This design comes from an exercise in tuning for small area, a short achievable clock period and few clock cycles on the open sky130 flow, not from production work.
The RTL was checked by simulation tests, not by an equivalence proof against the original design.

== job 4969 ==
==> flow/design.v (excerpt) <==
module particle_euler_integrator (
	input  wire logic                clk,
	input  wire logic                arst_n,
	input  wire logic                cfg_we,
	input  wire logic [CFGA_W-1:0]   cfg_addr,    
	input  wire logic [CFG_W-1:0]    cfg_wdata,
	input  wire logic                s_tvalid,
	output logic                     s_tready,
	input  wire logic [S_DATA_W-1:0] s_tdata,     
	input  wire logic [USER_W-1:0]   s_tuser,     
	output logic                     m_tvalid,
	input  wire logic                m_tready,
	output logic [M_DATA_W-1:0]      m_tdata,     
	output logic [USER_W-1:0]        m_tuser      
);
Size in the first run: about 8800 cells after synthesis, roughly 560 flip-flops.
export LEC_CHECK = 0
export CAP_MARGIN = 20
export CELL_PAD_IN_SITES_DETAIL_PLACEMENT = 1
export CORE_MARGIN = 2
export CORE_UTILIZATION = 40
export PLACE_DENSITY = 0.55
export SETUP_SLACK_MARGIN = 2.5
export SLEW_MARGIN = 20
export TNS_END_PERCENT = 0
create_clock -name core_clock -period 10.0 [get_ports {clk}]
run.sh (not shown) runs the stock make flow with config.mk's settings and CLKGATE_MAP_FILE= SYNTH_SCRIPT=/design/flow/synth_recipe.tcl, a recipe that flattens the netlist after the stock synthesis.
Job 4969: PASS, flow complete, no timing, DRC or antenna violations
Testbench counts of job 4969, summed over its fixed seeds: cycles 6,297.
Inputs modified between job 4969 and job 9937:
- swapping 2.5 for 3.0 in SETUP_SLACK_MARGIN
- clearing CELL_PAD_IN_SITES_DETAIL_PLACEMENT, which used to be 1
--- outcome ---
Comparing job 9937 and job 4969, the lower worst setup slack after layout was measured on job 4969.
Compared with job 4969, job 9937 shows cell area that has gone up by a few percent.
Looking at fmax across job 9937 and job 4969, the one that comes out lower is job 4969.
Sort job 9937 and job 4969 by share of final layout cell area taken by clock buffers and inverters desc -> top: job 4969
Changes observed in job 9937 relative to job 4969: relative area change from synthesis to final layout rose by 2.5 points, overall routed net length fell by 7.7 mm.
Edits applied to the flow inputs when going from job 9937 to job 2155:
- changing CORE_UTILIZATION from 40 to 35
- changing PLACE_DENSITY from 0.55 to 0.45
- changing SETUP_SLACK_MARGIN from 3.0 to 2.5
### Flow results
Summary of job 2155 over job 9937: area added between synthesis and finish up 0.95 points, sequential fraction of total cell area flat, pre-CTS setup slack up 0.49 ns, overall die area up about 14%, post-cts repair resize count down 175. Compared to job 9937, job 2155 has number of antenna violations at the first check in global routing 23 higher. As far as maximum level of the CTS H-tree goes, job 2155 and job 9937 are indistinguishable; the numbers are identical. In job 2155 the final hold slack turned out 0.0094 ns lower than in job 9937. Looking at capture point of the worst path, the mul_q[2][20] result is from job 9937; the mul_q[0][29] one comes from job 2155.


particle_euler_integrator again, from the RTL that the note above started with.
==> flow/config.mk <==
export PLATFORM = sky130hd
export DESIGN_NAME = particle_euler_integrator
export DESIGN_NICKNAME = particle_euler_integrator
export VERILOG_FILES = /design/flow/design.v
export SDC_FILE = /design/flow/constraint.sdc
export NUM_CORES = 4
export LEC_CHECK = 0
export CAP_MARGIN = 20
export CORE_MARGIN = 2
export CORE_UTILIZATION = 35
export PLACE_DENSITY = 0.45
export SETUP_SLACK_MARGIN = 3.5
export SLEW_MARGIN = 20
export TNS_END_PERCENT = 0
==> flow/constraint.sdc <==
create_clock -name core_clock -period 10.0 [get_ports {clk}]
set_input_delay 2.0000 -clock core_clock [delete_from_list [all_inputs] [get_ports {clk}]]
set_output_delay 2.0000 -clock core_clock [all_outputs]
set_load 0.01 [all_outputs]
The baseline finished with timing, DRC and antenna clean.
Testbench counts at the start, summed over its fixed seeds: cycles 6,297.
Change:
- CORE_UTILIZATION: 35 -> 38
- PLACE_DENSITY: 0.45 -> 0.5
- SETUP_SLACK_MARGIN: 3.5 -> 3.0
The changed run ran to the end with no violations. Routed wire length goes down by 2.7%. Utilization goes up by 3.0 points. Critical path depth goes up by 4. Maximum frequency goes up by about 0.37%. Clock skew goes down by 0.0055 ns. Flip-flop and latch count is unchanged. Clock-buffer cell count goes down by 10.

what the ideal ports hide:
In the flow no input, the clock included, has a driving cell. The finished layouts below were timed again as built, in two steps. Step 1 assumes that a clkbuf_16 drives the clock port and a buf_2 every other input. Step 2 moves the port delays by t, midway between the first and last clock arrival at a register: inputs arrive t later, outputs are due t later. That takes back most of the time a late clock gives input paths. Three values: ideal ports, drivers, drivers and shift; two values: the first two.
run	t (ns)	setup WS [ns]	worst setup path after step 2	worst slew at a driven data input, ns
job 4969	0.817	2.234 / 2.234 / 1.882	input to register	0.08
job 9937	0.794	2.669 / 2.669 / 2.363	input to register	0.09
job 2155	0.784	2.476 / 2.476 / 2.455	input to register	0.16
the first run of note 2	0.774	2.642 / 2.642 / 2.489	input to register	0.26
the second run of note 2	0.796	2.669 / 2.669 / 2.087	input to register	0.29
After both steps setup and hold are still met in every run listed. For the second run of note 2, which loses most, drivers alone change the setup slack by 0.000 ns; drivers and shift together by -0.582 ns.
